This design comes from an exercise in tuning for small area, a short achievable clock period and few clock cycles per item on the open sky130 flow, not from production work. Where RTL was checked, it was by simulation tests only, not by an equivalence proof against the original. No activity file was given, so power comes from the tool's default toggle rates.

Design cnn_top, start of the top module:
module cnn_top (
	input  wire         clk,
	input  wire         reset_b,
	input  wire         run,
	output logic        busy,
	output logic [11:0] in_rd_addr,
	input  wire  [15:0] in_rd_data,
	output logic [11:0] weights_rd_addr,
	input  wire  [15:0] weights_rd_data,
	output logic [28:0] out_wr
);
	localparam int DRAIN_CYC = 5;
	logic        st_sz0, st_sz1, st_first, st_fetch, st_drain;
	logic [11:0] colptr;    
	logic [11:0] cn;        
	logic [5:0]  hw;        
	logic [1:0]  r;         
	logic        r3;        
	logic [5:0]  mcnt;      
	logic [5:0]  pcnt;      
	logic        mlast;     
	logic        plast;     
	logic        mfirst;    
	logic [2:0]  dcnt;
	logic [15:0] rdata_q;   
	logic        is_end;
	logic        step_end, img_end;
	logic [11:0] a_int, a_next;
	logic        trig_a, trig_b, trig_c;
	logic        last_a, last_b, last_c;
	assign is_end   = (rdata_q == 16'hFFFF);
	assign step_end = st_fetch && r3;
	assign img_end  = step_end && mlast && plast;
	always_ff @(posedge clk) begin
		if (!reset_b) begin
			busy     <= 1'b0;
			st_sz0   <= 1'b0;
			st_sz1   <= 1'b0;
			st_first <= 1'b0;
			st_fetch <= 1'b0;
			st_drain <= 1'b0;
			trig_a   <= 1'b0;
			in_rd_addr <= '0;
		end else begin
			trig_a   <= st_fetch && (r == 2'd1) && !mfirst;
			st_sz0   <= img_end;
  ...
For scale: roughly 2,700 cells after synthesis, ~89 I/O pins, roughly 32,000 um2 of cells after synthesis.
==> flow/config.mk <==
export PLATFORM = sky130hd
export DESIGN_NAME = cnn_top
export DESIGN_NICKNAME = cnn_top
export VERILOG_FILES = /design/flow/design.v
export SDC_FILE = /design/flow/constraint.sdc
export NUM_CORES = 4
export LEC_CHECK = 0
export CAP_MARGIN = 20
export CORE_MARGIN = 2
export CORE_UTILIZATION = 60
export CTS_CLUSTER_DIAMETER = 80
export CTS_CLUSTER_SIZE = 24
export SLEW_MARGIN = 70
export SYNTH_HIERARCHICAL = 1
==> flow/constraint.sdc <==
create_clock -name core_clock -period 10.0 [get_ports {clk}]
set_input_delay 2.0000 -clock core_clock [delete_from_list [all_inputs] [get_ports {clk}]]
set_output_delay 2.0000 -clock core_clock [all_outputs]
set_load 0.01 [all_outputs]
standard.sh (not shown) runs the stock make flow with config.mk's settings and CLKGATE_MAP_FILE= SYNTH_SCRIPT=/design/flow/synth_recipe.tcl, a recipe that flattens the netlist after the stock synthesis.
==> flow/flow/run.sh <==
#!/bin/bash
set -euo pipefail
cd "$(dirname "$0")/.."
export SETUP_SLACK_MARGIN=6.8
export BUFFER_PORTS_ARGS="-buffer_cell sky130_fd_sc_hd__buf_2"
bash standard.sh > flow_make.log 2>&1
Testbench counts at the start, summed over its fixed seeds: cycles 144,886, items 32,549.
Change:
--- a/flow/design.v
+++ b/flow/design.v
@@ -3449,18 +3449,19 @@
 				have_hi <= !have_hi && !res_last;
 		end
 	end
 	always_ff @(posedge clk) begin
 		wr_int <= res_valid && (have_hi || res_last);
 		if (run)
 			oa_int <= '0;
 		else if (wr_int)
 			oa_int <= oa_int + 12'd1;
 	end
+	logic [6:0] hold;
 	always_ff @(posedge clk) begin
 		if (res_valid && !have_hi)
-			hi_q <= pool;
-		if (res_valid)
-			lo_q <= have_hi ? pool : 7'd0;
+			hold <= pool;
+		hi_q <= have_hi ? hold : pool;
+		lo_q <= have_hi ? pool : 7'd0;
 	end
 endmodule
 `default_nettype wire
=>
- The changed run went through all stages and came out clean
- total power rises by about 3.7%
- via count rises by about 0.8%
- final cell count rises by 0.39%
- routed wire length rises by about 1.3%
- die area rises by about 0.4%
- count of clock-buffer cells in the layout rises by 5
- synthesized cell count rises by about 0.64%
- sequential share of layout area falls by 0.14 points
- cell area rises by 0.95%
- register-to-register slack loses 0.02 ns
- core utilization rises by 0.47 points
- maximum frequency rises by about 0.4%
- worst setup slack gains 0.012 ns
- clock skew rises by 0.0063 ns
Only the layout flow was run in the second run of this note; the RTL was not checked for function there.

--- another note on this design; it stands on its own ---

Setup of the previous run:
Design cnn_top, start of the top module:
module cnn_top (
	input  wire         clk,
	input  wire         reset_b,
	input  wire         run,
	output logic        busy,
	output logic [11:0] in_rd_addr,
	input  wire  [15:0] in_rd_data,
	output logic [11:0] weights_rd_addr,
	input  wire  [15:0] weights_rd_data,
	output logic [28:0] out_wr
);
For scale: about 2600 cells after synthesis, about 550 flip-flops, about 31000 um2 of cells after synthesis.
==> flow/config.mk <==
export PLATFORM = sky130hd
export DESIGN_NAME = cnn_top
export DESIGN_NICKNAME = cnn_top
export VERILOG_FILES = /design/flow/design.v
export SDC_FILE = /design/flow/constraint.sdc
export NUM_CORES = 4
export LEC_CHECK = 0
export CAP_MARGIN = 20
export CORE_MARGIN = 2
export CORE_UTILIZATION = 50
export SLEW_MARGIN = 70
export SYNTH_HIERARCHICAL = 1
==> flow/constraint.sdc <==
create_clock -name core_clock -period 10.0 [get_ports {clk}]
set_input_delay 2.0000 -clock core_clock [delete_from_list [all_inputs] [get_ports {clk}]]
set_output_delay 2.0000 -clock core_clock [all_outputs]
set_load 0.01 [all_outputs]
standard.sh (not shown) runs the stock make flow with config.mk's settings and CLKGATE_MAP_FILE= SYNTH_SCRIPT=/design/flow/synth_recipe.tcl, a recipe that flattens the netlist after the stock synthesis.
==> flow/flow/run.sh <==
#!/bin/bash
set -euo pipefail
cd "$(dirname "$0")/.."
export SETUP_SLACK_MARGIN=6.5
bash standard.sh > flow_make.log 2>&1
The final layout from the previous run, which completed every stage, passed the timing, design-rule and antenna checks at the end of the flow.
Modified inputs, the current run compared to the previous run
==> flow/run.sh (new file) <==
#!/bin/bash
# synth_recipe.tcl (not shown) runs the flow's synth.tcl, then flattens the netlist and writes it again
# the make line also repeats each setting of config.mk as NAME=value (left out here)
make -C /OpenROAD-flow-scripts/flow DESIGN_CONFIG=/design/flow/config.mk WORK_HOME=/design/flow/orfs CLKGATE_MAP_FILE= SYNTH_SCRIPT=/design/flow/synth_recipe.tcl finish
-- flow/config.mk --
<<< the previous run, line 10
export CORE_UTILIZATION = 50
export SLEW_MARGIN = 70
>>> the current run, line 10
export CORE_UTILIZATION = 50
export CTS_CLUSTER_DIAMETER = 100
export CTS_CLUSTER_SIZE = 20
export SETUP_SLACK_MARGIN = 5
export SLEW_MARGIN = 70
removed: flow/flow/run.sh
removed: flow/standard.sh
--- outcome ---
Comparing the previous run and the current run, sequential share of layout area is lower on the previous run. Total met3 wirelength after detailed routing for the current run: 960 um down relative to the previous run. When the current run is measured against the previous run, its count of buffer and inverter cells on the critical path turns out 1 higher. The current run vs. the previous run: power per cell area down about 5%, non-clock buffer count in the final layout fell 40, data arrival time of the critical path now smaller, fmax down 0.022 GHz. Count of clock-buffer cells in the layout ends up lower on the current run. Going from the previous run to the current run, the largest voltage drop on the vdd net was found to have gone down by 29 uV. Wire: the current run routes less than the previous run.
No functional check of the RTL was part of any run of this note.

## port drivers added, routing unchanged
No port has a modelled driver above. Below, the same layouts with a new extraction and two added sets of constraints. Step 1 sets driving cells, clkbuf_16 on the clock port and buf_2 on the other inputs (assumed; they add their load-dependent delay and slew). Step 2 times the ports against the registers' clock, not the clock port: input delays grow and output delays shrink by t, the midpoint of the rising clock arrivals with the driver on. a / b / c = ideal ports / drivers / drivers and shift; a / b = the first two.
run | t, ns | slack for setup (ns) | hold slack, ns | latest minus earliest clock arrival (ns) | cell pins on the clock port's net
the first run of note 1 | 0.627 | 6.910 / 6.847 / 6.865 | 0.333 / 0.333 / 0.333 | 0.028 / 0.028 | 1
the second run of note 1 | 0.636 | 6.922 / 6.859 / 6.885 | 0.331 / 0.331 / 0.331 | 0.034 / 0.034 | 1
the previous run | 0.669 | 6.534 / 6.492 / 6.525 | 0.320 / 0.320 / 0.320 | 0.045 / 0.045 | 1
the current run | 0.635 | 6.255 / 6.193 / 6.449 | 0.330 / 0.330 / 0.330 | 0.033 / 0.033 | 1
After both steps setup and hold are still met in every run listed. For the first run of note 1, which loses most, drivers alone change the setup slack by -0.063 ns; drivers and shift together by -0.045 ns.
